This design comes from an exercise in tuning for small area, a short achievable clock period and few clock cycles on the open sky130 flow, not from production work.
Only simulation tests tie the RTL to the original design; equivalence was not proved.
No activity file was given, so power comes from the tool's default toggle rates.

==> 01-03 <==
==> flow/design.v <==
`timescale 1ns / 1ps
module greedy_label_box_placer #(
    parameter int MAX_BOXES = 64
) (
    input  logic        clk,
    input  logic        rst_n,
    input  logic        cfg_we,
    input  logic [1:0]  cfg_index,
    input  logic [14:0] cfg_data,
    input  logic        in_valid,
    output logic        in_ready,
    input  logic [48:0] in_beat,
    output logic        out_valid,
    input  logic        out_ready,
    output logic [83:0] out_beat
);
    localparam int CW = $clog2(MAX_BOXES + 1);
    localparam logic [CW-1:0] COUNT_MAX = CW'(MAX_BOXES);
    function automatic logic [15:0] sat16(input logic signed [17:0] v);
        if (v[17:15] == 3'b000 || v[17:15] == 3'b111)
        begin
            sat16 = v[15:0];
        end
        else
        begin
            sat16 = {v[17], {15{!v[17]}}};
        end
    endfunction
    function automatic logic sle(input logic [15:0] a, input logic [15:0] b);
        logic [15:0] au, bu, g0, l0;
        logic [7:0]  g1, l1;
        logic [3:0]  g2, l2;
        logic [1:0]  g3, l3;
        au = {!a[15], a[14:0]};
        bu = {!b[15], b[14:0]};
        g0 = au & ~bu;
        l0 = ~au & bu;
        for (int i = 0; i < 8; i++)
        begin
            g1[i] = g0[2*i+1] | (!l0[2*i+1] & g0[2*i]);
            l1[i] = l0[2*i+1] | (!g0[2*i+1] & l0[2*i]);
        end
        for (int i = 0; i < 4; i++)
        begin
            g2[i] = g1[2*i+1] | (!l1[2*i+1] & g1[2*i]);
            l2[i] = l1[2*i+1] | (!g1[2*i+1] & l1[2*i]);
        end
        for (int i = 0; i < 2; i++)
        begin
            g3[i] = g2[2*i+1] | (!l2[2*i+1] & g2[2*i]);
            l3[i] = l2[2*i+1] | (!g2[2*i+1] & l2[2*i]);
        end
        sle = !(g3[1] | (!l3[1] & g3[0]));
    endfunction
    function automatic logic ovl(input logic [15:0] amin, input logic [15:0] amax,
                                 input logic [15:0] bmin, input logic [15:0] bmax);
        ovl = sle(amin, bmax) && sle(bmin, amax);
    endfunction
    logic [14:0] width_reg;
    logic [14:0] height_reg;
    logic [14:0] gap_reg;
    always_ff @(posedge clk or negedge rst_n)
    begin
        if (!rst_n)
        begin
            width_reg  <= 15'd102;
            height_reg <= 15'd51;
            gap_reg    <= 15'd51;
        end
        else if (cfg_we)
        begin
            case (cfg_index)
                2'd0: width_reg  <= cfg_data;
                2'd1: height_reg <= cfg_data;
                2'd2: gap_reg    <= cfg_data;
                default:
                begin
                end
            endcase
        end
    end
    logic c_v, b_v, o_v, s_v, rdy_reg;
    logic acc, take, b_go, c_go;
    logic c_v_n, b_v_n, o_v_n, s_v_n;
    assign acc  = in_valid && rdy_reg;
    assign take = o_v && out_ready;
    assign b_go = b_v && !s_v;
    assign c_go = c_v && (!b_v || !s_v);
    always_comb
    begin
        c_v_n = acc || (c_v && !c_go);
        b_v_n = c_go || (b_v && !b_go);
        o_v_n = o_v;
        s_v_n = s_v;
        if (s_v)
        begin
            if (take)
            begin
                s_v_n = 1'b0;
            end
        end
        else if (b_go)
        begin
            o_v_n = 1'b1;
            if (o_v && !out_ready)
            begin
                s_v_n = 1'b1;
            end
        end
        else if (take)
        begin
            o_v_n = 1'b0;
        end
    end
    always_ff @(posedge clk or negedge rst_n)
    begin
        if (!rst_n)
        begin
            c_v     <= 1'b0;
            b_v     <= 1'b0;
            o_v     <= 1'b0;
            s_v     <= 1'b0;
            rdy_reg <= 1'b1;
        end
        else
        begin
            c_v     <= c_v_n;
            b_v     <= b_v_n;
            o_v     <= o_v_n;
            s_v     <= s_v_n;
            rdy_reg <= !c_v_n || !b_v_n || !s_v_n;
        end
    end
    assign in_ready  = rdy_reg;
    assign out_valid = o_v;
    logic [15:0] gw_reg;     
    logic [15:0] gh_reg;     
    logic [14:0] w_nx, h_nx, g_nx;
    always_comb
    begin
        w_nx = width_reg;
        h_nx = height_reg;
        g_nx = gap_reg;
        if (cfg_we && cfg_index == 2'd0)
        begin
            w_nx = cfg_data;
        end
        if (cfg_we && cfg_index == 2'd1)
        begin
            h_nx = cfg_data;
        end
        if (cfg_we && cfg_index == 2'd2)
        begin
            g_nx = cfg_data;
        end
    end
    always_ff @(posedge clk or negedge rst_n)
    begin
        if (!rst_n)
        begin
            gw_reg <= 16'd153;
            gh_reg <= 16'd102;
        end
        else
        begin
            gw_reg <= {1'b0, g_nx} + {1'b0, w_nx};
            gh_reg <= {1'b0, g_nx} + {1'b0, h_nx};
        end
    end
    logic signed [17:0] sx, sy, sg, sgw, sgh;
    logic [15:0] n_xr0, n_xr1, n_xl0, n_xl1, n_yt0, n_yt1, n_yb0, n_yb1;
    always_comb
    begin
        sx  = {{2{in_beat[48]}}, in_beat[48:33]};
        sy  = {{2{in_beat[32]}}, in_beat[32:17]};
        sg  = {3'b000, gap_reg};
        sgw = {2'b00, gw_reg};
        sgh = {2'b00, gh_reg};
        n_xr0 = sat16(sx + sg);
        n_xr1 = sat16(sx + sgw);
        n_xl0 = sat16(sx - sgw);
        n_xl1 = sat16(sx - sg);
        n_yt0 = sat16(sy + sg);
        n_yt1 = sat16(sy + sgh);
        n_yb0 = sat16(sy - sgh);
        n_yb1 = sat16(sy - sg);
    end
    logic [1:0][15:0] c_xmin;
    logic [1:0][15:0] c_xmax;
    logic [1:0][15:0] c_ymin;
    logic [1:0][15:0] c_ymax;
    logic [15:0] c_tag;
    logic        c_sos;
    always_ff @(posedge clk)
    begin
        if (acc)
        begin
            c_xmin[0] <= n_xr0;
            c_xmax[0] <= n_xr1;
            c_xmin[1] <= n_xl0;
            c_xmax[1] <= n_xl1;
            c_ymin[0] <= n_yt0;
            c_ymax[0] <= n_yt1;
            c_ymin[1] <= n_yb0;
            c_ymax[1] <= n_yb1;
            c_tag     <= in_beat[16:1];
            c_sos     <= in_beat[0];
        end
    end
    logic [CW-1:0] cnt;
    logic [MAX_BOXES-1:0][15:0] st_xmin;
    logic [MAX_BOXES-1:0][15:0] st_xmax;
    logic [MAX_BOXES-1:0][15:0] st_ymin;
    logic [MAX_BOXES-1:0][15:0] st_ymax;
    localparam int GS = 8;
    localparam int NG = (MAX_BOXES + GS - 1) / GS;
    logic [MAX_BOXES-1:0][3:0] e_hit;
    logic [NG-1:0][3:0] c_ghits;
    for (genvar i = 0; i < MAX_BOXES; i++)
    begin : g_cmp
        logic xr, xl, yt, yb, v;
        assign v  = (cnt > CW'(i));
        assign xr = ovl(c_xmin[0], c_xmax[0], st_xmin[i], st_xmax[i]);
        assign xl = ovl(c_xmin[1], c_xmax[1], st_xmin[i], st_xmax[i]);
        assign yt = ovl(c_ymin[0], c_ymax[0], st_ymin[i], st_ymax[i]);
        assign yb = ovl(c_ymin[1], c_ymax[1], st_ymin[i], st_ymax[i]);
        assign e_hit[i] = {xl & yb, xr & yb, xl & yt, xr & yt} & {4{v}};
    end
    always_comb
    begin
        c_ghits = '0;
        for (int i = 0; i < MAX_BOXES; i++)
        begin
            c_ghits[i / GS] = c_ghits[i / GS] | e_hit[i];
        end
    end
    logic [1:0][15:0] b_xmin;
    logic [1:0][15:0] b_xmax;
    logic [1:0][15:0] b_ymin;
    logic [1:0][15:0] b_ymax;
    logic [15:0] b_tag;
    logic        b_sos;
    logic [NG-1:0][3:0] b_ghits;
    logic        b_stale;  
    logic [3:0]  b_px;     
    logic [3:0]  b_py;
    logic        b_pv;     
    logic        last_placed;
    logic [1:0]  last_pos;
    logic [3:0] n_px, n_py;
    always_comb
    begin
        for (int ci = 0; ci < 2; ci++)
        begin
            for (int bi = 0; bi < 2; bi++)
            begin
                n_px[2*ci+bi] = ovl(c_xmin[ci], c_xmax[ci], b_xmin[bi], b_xmax[bi]);
                n_py[2*ci+bi] = ovl(c_ymin[ci], c_ymax[ci], b_ymin[bi], b_ymax[bi]);
            end
        end
    end
    always_ff @(posedge clk)
    begin
        if (c_go)
        begin
            b_xmin <= c_xmin;
            b_xmax <= c_xmax;
            b_ymin <= c_ymin;
            b_ymax <= c_ymax;
            b_tag  <= c_tag;
            b_sos  <= c_sos;
            b_ghits <= c_ghits;
            b_stale <= c_sos || (b_v && b_sos);
            b_px   <= n_px;
            b_py   <= n_py;
        end
    end
    always_ff @(posedge clk or negedge rst_n)
    begin
        if (!rst_n)
        begin
            b_pv <= 1'b0;
        end
        else if (c_go)
        begin
            b_pv <= b_v && !c_sos;
        end
    end
    logic [3:0]    b_hits;
    logic [3:0]    hit;
    logic          found;
    logic [1:0]    pos;
    logic [CW-1:0] cnt_eff;
    logic          full;
    logic          placed;
    logic [15:0]   s_xmin, s_xmax, s_ymin, s_ymax;
    logic [83:0]   res;
    always_comb
    begin
        b_hits = '0;
        for (int g = 0; g < NG; g++)
        begin
            b_hits = b_hits | b_ghits[g];
        end
        if (b_stale)
        begin
            b_hits = '0;
        end
        for (int k = 0; k < 4; k++)
        begin
            hit[k] = b_hits[k] ||
                     (b_pv && last_placed &&
                      b_px[2*(k & 1) + int'(last_pos[0])] &&
                      b_py[2*(k >> 1) + int'(last_pos[1])]);
        end
        found = !(&hit);
        pos   = !hit[0] ? 2'd0 : !hit[1] ? 2'd1 : !hit[2] ? 2'd2 : 2'd3;
        cnt_eff = b_sos ? '0 : cnt;
        full    = (cnt_eff == COUNT_MAX);
        placed  = found && !full;
        s_xmin  = b_xmin[pos[0]];
        s_xmax  = b_xmax[pos[0]];
        s_ymin  = b_ymin[pos[1]];
        s_ymax  = b_ymax[pos[1]];
        res = '0;
        res[83]   = placed;
        res[16:1] = b_tag;
        res[0]    = found && full;
        if (found)
        begin
            res[82:81] = pos;
            res[80:65] = s_xmin;
            res[64:49] = s_ymin;
            res[48:33] = s_xmax;
            res[32:17] = s_ymax;
        end
    end
    always_ff @(posedge clk or negedge rst_n)
    begin
        if (!rst_n)
        begin
            cnt         <= '0;
            last_placed <= 1'b0;
            last_pos    <= 2'd0;
        end
        else if (b_go)
        begin
            cnt         <= CW'(cnt_eff + CW'(placed));
            last_placed <= placed;
            last_pos    <= pos;
        end
    end
    always_ff @(posedge clk)
    begin
        for (int i = 0; i < MAX_BOXES; i++)
        begin
            if (b_go && (cnt_eff == CW'(i)))
            begin
                st_xmin[i] <= s_xmin;
                st_xmax[i] <= s_xmax;
                st_ymin[i] <= s_ymin;
                st_ymax[i] <= s_ymax;
            end
        end
    end
    logic [83:0] out_reg;
    logic [83:0] skid_reg;
    always_ff @(posedge clk)
    begin
        if (s_v)
        begin
            if (take)
            begin
                out_reg <= skid_reg;
            end
        end
        else if (b_go)
        begin
            if (o_v && !out_ready)
            begin
                skid_reg <= res;
            end
            else
            begin
                out_reg <= res;
            end
        end
    end
    assign out_beat = out_reg;
endmodule
==> flow/run.sh <==
#!/bin/bash
# synth_recipe.tcl (not shown) runs the flow's synth.tcl, then flattens the netlist and writes it again
# the make line also repeats each setting of config.mk as NAME=value (left out here)
make -C /OpenROAD-flow-scripts/flow DESIGN_CONFIG=/design/flow/config.mk WORK_HOME=/design/flow/orfs CLKGATE_MAP_FILE= SYNTH_SCRIPT=/design/flow/synth_recipe.tcl finish
==> flow/config.mk <==
export PLATFORM = sky130hd
export DESIGN_NAME = greedy_label_box_placer
export DESIGN_NICKNAME = greedy_label_box_placer
export VERILOG_FILES = /design/flow/design.v
export SDC_FILE = /design/flow/constraint.sdc
export NUM_CORES = 4
export LEC_CHECK = 0
export CAP_MARGIN = 20
export CELL_PAD_IN_SITES_DETAIL_PLACEMENT = 1
export CELL_PAD_IN_SITES_GLOBAL_PLACEMENT = 1
export CORE_MARGIN = 2
export CORE_UTILIZATION = 40
export CTS_BUF_LIST = sky130_fd_sc_hd__clkbuf_8
export PLACE_DENSITY = 0.5
export SETUP_SLACK_MARGIN = 3.5
export SLEW_MARGIN = 20
==> flow/constraint.sdc <==
create_clock -name core_clock -period 8.0 [get_ports {clk}]
set_input_delay 1.6000 -clock core_clock [delete_from_list [all_inputs] [get_ports {clk}]]
set_output_delay 1.6000 -clock core_clock [all_outputs]
set_load 0.01 [all_outputs]
==> 11-14: changes against 01-03 <==
Settings changed: CTS_BUF_LIST sky130_fd_sc_hd__clkbuf_8 to default, SETUP_SLACK_MARGIN 3.5 to default.
==> metrics.yaml <==
status:
  status: "timing/DRC/antenna clean"
placement:
  post-place-ws_ps: 1550
sta:
  setup_slack_ps: 1170
cells_and_area:
  multi_input_cells: 20600
  clkCellAreaFrac_pct: 5.68
routing:
  wl_met3_um: 300000
setup_path:
  reg2regPathDepth: 15
pwr:
  combPwrFrac_pct: 56.6
(the above is from 11-14)
==> metrics.yaml <==
pwr:
  combPwrFrac_pct: 60.2
routing:
  wl_met3_um: 320000
  viasPerCell: 7.11
sta:
  setup_slack_ps: 3040
cells_and_area:
  layout_commonest_cell: "edfxtp_1"
  clkCellAreaFrac_pct: 4.83
  multi_input_cells: 20600
  final_cell_mix: "edfxtp_1 (4595), maj3_1 (3704), a21oi_1 (2163)"
placement:
  post-place-ws_ps: 1770
setup_path:
  reg2regPathDepth: 7
hold_path:
  hold_class: "in2async"
status:
  status: "timing/DRC/antenna clean"
synthesis:
  synth.area.top_cells: "edfxtp_1 (47%), maj3_1 (13%), a21oi_1 (3.9%)"
(the above is from 01-03)
Testbench counts of 01-03, summed over its fixed seeds: cycles 5,701.
Testbench counts of 11-14, summed over its fixed seeds: cycles 5,701.

-- port drivers added, routing unchanged --
How much do the figures lean on ideal ports? The routed layouts below were timed once more, with nothing changed but the port constraints. Step 1 sets driving cells, clkbuf_16 on the clock port and buf_2 on the other inputs (assumed; they add their load-dependent delay and slew). Step 2 times the ports against the registers' clock, not the clock port: input delays grow and output delays shrink by t, the midpoint of the rising clock arrivals with the driver on. a / b / c = ideal ports / drivers / drivers and shift; a / b = the first two.
| run | shift t [ns] | setup slack, ns | hold slack, ns | worst setup path after step 2 |
|---|---|---|---|---|
| 01-03 | 1.671 | 3.045 / 3.045 / 2.090 | 0.134 / 0.012 / 0.417 | input to register |
| 11-14 | 1.346 | 1.171 / 1.171 / 1.171 | 0.245 / 0.121 / 0.418 | register to register |
After both steps setup and hold are still met in every run listed. The setup slack of 01-03, which loses most, moves by 0.000 ns with the drivers and by -0.955 ns with both steps.
